Source: an optimization exercise on an open RTL-to-GDS flow (aim: small area). Production flows keep margins and buffers that such runs may drop. RTL that was checked went through simulation tests only; none was proved equivalent to the original. Power and IR drop assume default switching activity.

Setup of the reference run:
==> flow/design.v <==
module tile_stats_accum #(
    parameter int PIX_WIDTH   = 8,
    parameter int IMG_WIDTH   = 640,
    parameter int IMG_HEIGHT  = 480,
    parameter int TILE_WIDTH  = 16,
    parameter int TILE_HEIGHT = 16,
    localparam int TX_W = $clog2(IMG_WIDTH / TILE_WIDTH),
    localparam int TY_W = $clog2(IMG_HEIGHT / TILE_HEIGHT)
) (
    input  logic                 iClk,
    input  logic                 iRst,
    input  logic                 iValid,
    input  logic                 iSof,
    input  logic [PIX_WIDTH-1:0] iData,
    output logic                 oValid,
    output logic [TX_W-1:0]      oTileX,
    output logic [TY_W-1:0]      oTileY,
    output logic [PIX_WIDTH-1:0] oMean,
    output logic [PIX_WIDTH-1:0] oMin,
    output logic [PIX_WIDTH-1:0] oMax,
    output logic                 oFrameDone
);
    localparam int TILES_X = IMG_WIDTH / TILE_WIDTH;
    localparam int TILES_Y = IMG_HEIGHT / TILE_HEIGHT;
    localparam int LXW     = $clog2(TILE_WIDTH);
    localparam int LYW     = $clog2(TILE_HEIGHT);
    localparam int AREA_W  = $clog2(TILE_WIDTH * TILE_HEIGHT);
    localparam int SUM_W   = PIX_WIDTH + AREA_W;
    localparam int ENT_W   = SUM_W + 2 * PIX_WIDTH;
    logic [LXW-1:0]  lx, eLx;
    logic [LYW-1:0]  ly, eLy;
    logic [TX_W-1:0] col, eCol;
    logic [TY_W-1:0] row, eRow;
    logic            sof, runEnd, lineEnd, tileRowEnd, frameEnd;
    logic            tileFirst, tileLast;
    assign sof  = iValid && iSof;
    assign eLx  = sof ? '0 : lx;
    assign eLy  = sof ? '0 : ly;
    assign eCol = sof ? '0 : col;
    assign eRow = sof ? '0 : row;
    assign runEnd     = &eLx;
    assign lineEnd    = runEnd && (eCol == TX_W'(TILES_X - 1));
    assign tileRowEnd = &eLy;
    assign frameEnd   = tileRowEnd && (eRow == TY_W'(TILES_Y - 1));
    assign tileFirst  = (eLx == '0) && (eLy == '0);
    assign tileLast   = runEnd && tileRowEnd;
    always_ff @(posedge iClk or negedge iRst) begin
        if (!iRst) begin
            lx  <= '0;
            ly  <= '0;
            col <= '0;
            row <= '0;
        end else if (iValid) begin
            lx <= eLx + LXW'(1);
            if (runEnd)
                col <= lineEnd ? '0 : eCol + TX_W'(1);
            else
                col <= eCol;
            if (lineEnd) begin
                ly <= eLy + LYW'(1);
                if (tileRowEnd)
                    row <= frameEnd ? '0 : eRow + TY_W'(1);
                else
                    row <= eRow;
            end else begin
                ly  <= eLy;
                row <= eRow;
            end
        end
    end
    logic                 phase;
    logic                 lxHi, lxLo;         
    logic                 shift, shiftN;
    logic [ENT_W-1:0]     ring [TILES_X];
    logic [ENT_W-1:0]     nxtEnt, ringIn;
    assign shift  = iValid & ~iSof & lxHi;
    assign shiftN = ~iValid | iSof | lxLo;
    always_ff @(posedge iClk or negedge iRst) begin
        if (!iRst) begin
            phase <= 1'b0;
            lxHi  <= 1'b0;
            lxLo  <= 1'b1;
        end else begin
            phase <= ~phase;
            if (iValid) begin
                lxHi <= (eLx == LXW'(TILE_WIDTH - 2));
                lxLo <= (eLx != LXW'(TILE_WIDTH - 2));
            end
        end
    end
    logic [SUM_W-1:0]     curSum, nxtSum, addend;
    logic [PIX_WIDTH-1:0] curMin, curMax, nxtMin, nxtMax, pix;
    logic                 first, takeMin, takeMax;
    assign {curSum, curMin, curMax} = ring[0] ^ {ENT_W{phase}};
    assign first   = iValid & tileFirst;
    assign pix     = iData & {PIX_WIDTH{iValid}};
    assign addend  = SUM_W'(pix);
    assign takeMin = first | (iValid & (pix < curMin));
    assign takeMax = first | (iValid & (pix > curMax));
    assign nxtSum  = (first ? '0 : curSum) + addend;
    assign nxtMin  = takeMin ? pix : curMin;
    assign nxtMax  = takeMax ? pix : curMax;
    assign nxtEnt  = {nxtSum, nxtMin, nxtMax};
    assign ringIn  = nxtEnt ^ {ENT_W{phase}};
    always_ff @(posedge iClk) begin
        ring[0] <= ~((ring[1] | {ENT_W{shiftN}}) & (ringIn | {ENT_W{shift}}));
        for (int i = 1; i < TILES_X - 1; i++)
            ring[i] <= ~((ring[i+1] | {ENT_W{shiftN}}) & (ring[i] | {ENT_W{shift}}));
        ring[TILES_X-1] <= ~((ringIn | {ENT_W{shiftN}}) & (ring[TILES_X-1] | {ENT_W{shift}}));
    end
    logic rec;
    assign rec = iValid && tileLast;
    always_ff @(posedge iClk or negedge iRst) begin
        if (!iRst) begin
            oValid     <= 1'b0;
            oTileX     <= '0;
            oTileY     <= '0;
            oMean      <= '0;
            oMin       <= '0;
            oMax       <= '0;
            oFrameDone <= 1'b0;
        end else begin
            oValid     <= rec;
            oFrameDone <= rec && lineEnd && frameEnd;
            if (rec) begin
                oTileX <= eCol;
                oTileY <= eRow;
                oMean  <= nxtSum[SUM_W-1:AREA_W];
                oMin   <= nxtMin;
                oMax   <= nxtMax;
            end
        end
    end
endmodule
Settings: LEC_CHECK=0, CAP_MARGIN=20, CORE_MARGIN=2, CORE_UTILIZATION=40, CTS_BUF_LIST=sky130_fd_sc_hd__clkbuf_16, CTS_CLUSTER_DIAMETER=100, CTS_CLUSTER_SIZE=30, SLEW_MARGIN=20; clock period 8.0 ns.
standard.sh (not shown) runs the stock make flow with config.mk's settings and CLKGATE_MAP_FILE= SYNTH_SCRIPT=/design/flow/synth_recipe.tcl, a recipe that flattens the netlist after the stock synthesis.
==> flow/flow/run.sh <==
#!/bin/bash
# The standard layout, with the port buffers made from the smallest buffer cell
# instead of the one buffer_ports picks by itself. Every port still gets a buffer.
set -euo pipefail
export BUFFER_PORTS_ARGS="-buffer_cell sky130_fd_sc_hd__buf_1"
bash standard.sh > standard_flow.log 2>&1
What the trial run does differently from the reference run at the input level:
--- a/flow/design.v
+++ b/flow/design.v
@@ -69,11 +69,27 @@
         end
     end
+    logic [SUM_W-1:0]     curSum, nxtSum;
+    logic [PIX_WIDTH-1:0] curMin, curMax, nxtMin, nxtMax;
+    logic [ENT_W-1:0]     acc, nxtEnt;
+    assign {curSum, curMin, curMax} = acc;
+    assign nxtEnt = {nxtSum, nxtMin, nxtMax};
+    always_comb begin
+        nxtSum = SUM_W'(iData);
+        nxtMin = iData;
+        nxtMax = iData;
+        if (!tileFirst) begin
+            nxtSum = curSum + SUM_W'(iData);
+            nxtMin = (iData < curMin) ? iData : curMin;
+            nxtMax = (iData > curMax) ? iData : curMax;
+        end
+    end
     logic                 phase;
     logic                 lxHi, lxLo;         
     logic                 shift, shiftN;
-    logic [ENT_W-1:0]     ring [TILES_X];
-    logic [ENT_W-1:0]     nxtEnt, ringIn;
+    logic [ENT_W-1:0]     ring [1:TILES_X-1];
+    logic [ENT_W-1:0]     ringIn;
     assign shift  = iValid & ~iSof & lxHi;
     assign shiftN = ~iValid | iSof | lxLo;
+    assign ringIn = nxtEnt ^ {ENT_W{phase}};
     always_ff @(posedge iClk or negedge iRst) begin
         if (!iRst) begin
@@ -89,23 +105,12 @@
         end
     end
-    logic [SUM_W-1:0]     curSum, nxtSum, addend;
-    logic [PIX_WIDTH-1:0] curMin, curMax, nxtMin, nxtMax, pix;
-    logic                 first, takeMin, takeMax;
-    assign {curSum, curMin, curMax} = ring[0] ^ {ENT_W{phase}};
-    assign first   = iValid & tileFirst;
-    assign pix     = iData & {PIX_WIDTH{iValid}};
-    assign addend  = SUM_W'(pix);
-    assign takeMin = first | (iValid & (pix < curMin));
-    assign takeMax = first | (iValid & (pix > curMax));
-    assign nxtSum  = (first ? '0 : curSum) + addend;
-    assign nxtMin  = takeMin ? pix : curMin;
-    assign nxtMax  = takeMax ? pix : curMax;
-    assign nxtEnt  = {nxtSum, nxtMin, nxtMax};
-    assign ringIn  = nxtEnt ^ {ENT_W{phase}};
     always_ff @(posedge iClk) begin
-        ring[0] <= ~((ring[1] | {ENT_W{shiftN}}) & (ringIn | {ENT_W{shift}}));
         for (int i = 1; i < TILES_X - 1; i++)
             ring[i] <= ~((ring[i+1] | {ENT_W{shiftN}}) & (ring[i] | {ENT_W{shift}}));
         ring[TILES_X-1] <= ~((ringIn | {ENT_W{shiftN}}) & (ring[TILES_X-1] | {ENT_W{shift}}));
+    end
+    always_ff @(posedge iClk) begin
+        if (iValid)
+            acc <= runEnd ? (ring[1] ^ {ENT_W{phase}}) : nxtEnt;
     end
     logic rec;
[summary]
- The reference run → the trial run: maximum resistive drop on vdd rose 6.1 µV, worst setup margin increased 0.99 ns, power after layout now sits lower, total combinational power lost 34%, via count went down 1145.
- Re final total negative setup slack: no difference whatsoever between the trial run and the reference run.
- Total internal power: the trial run vs the reference run down 14%
Only the layout flow was run in the reference run; the RTL was not checked for function there.

## separate check: timing with driven ports
In the flow no input, the clock included, has a driving cell. The finished layouts below were timed again as built, in two steps. Step 1 (the two cells are an assumption about what drives the block):
set clk [get_ports {iClk}]
set_driving_cell -lib_cell sky130_fd_sc_hd__clkbuf_16 $clk
set_driving_cell -lib_cell sky130_fd_sc_hd__buf_2 [delete_from_list [all_inputs] $clk]
Step 2 also shifts input and output timing later by t, the mid clock arrival at the registers, as if the neighbouring blocks saw the same clock. Three values: no drivers, after step 1, after step 2; two values: the first two.
| run | t (ns) | setup slack, ns | worst setup path after step 2 |
|---|---|---|---|
| the reference run | 0.699 | 2.373 / 2.402 / 1.704 | input to register |
| the trial run | 0.703 | 3.365 / 3.379 / 2.677 | input to register |
After both steps every run listed still meets setup and hold. The setup slack of the trial run, which loses most, moves by +0.014 ns with the drivers and by -0.688 ns with both steps.
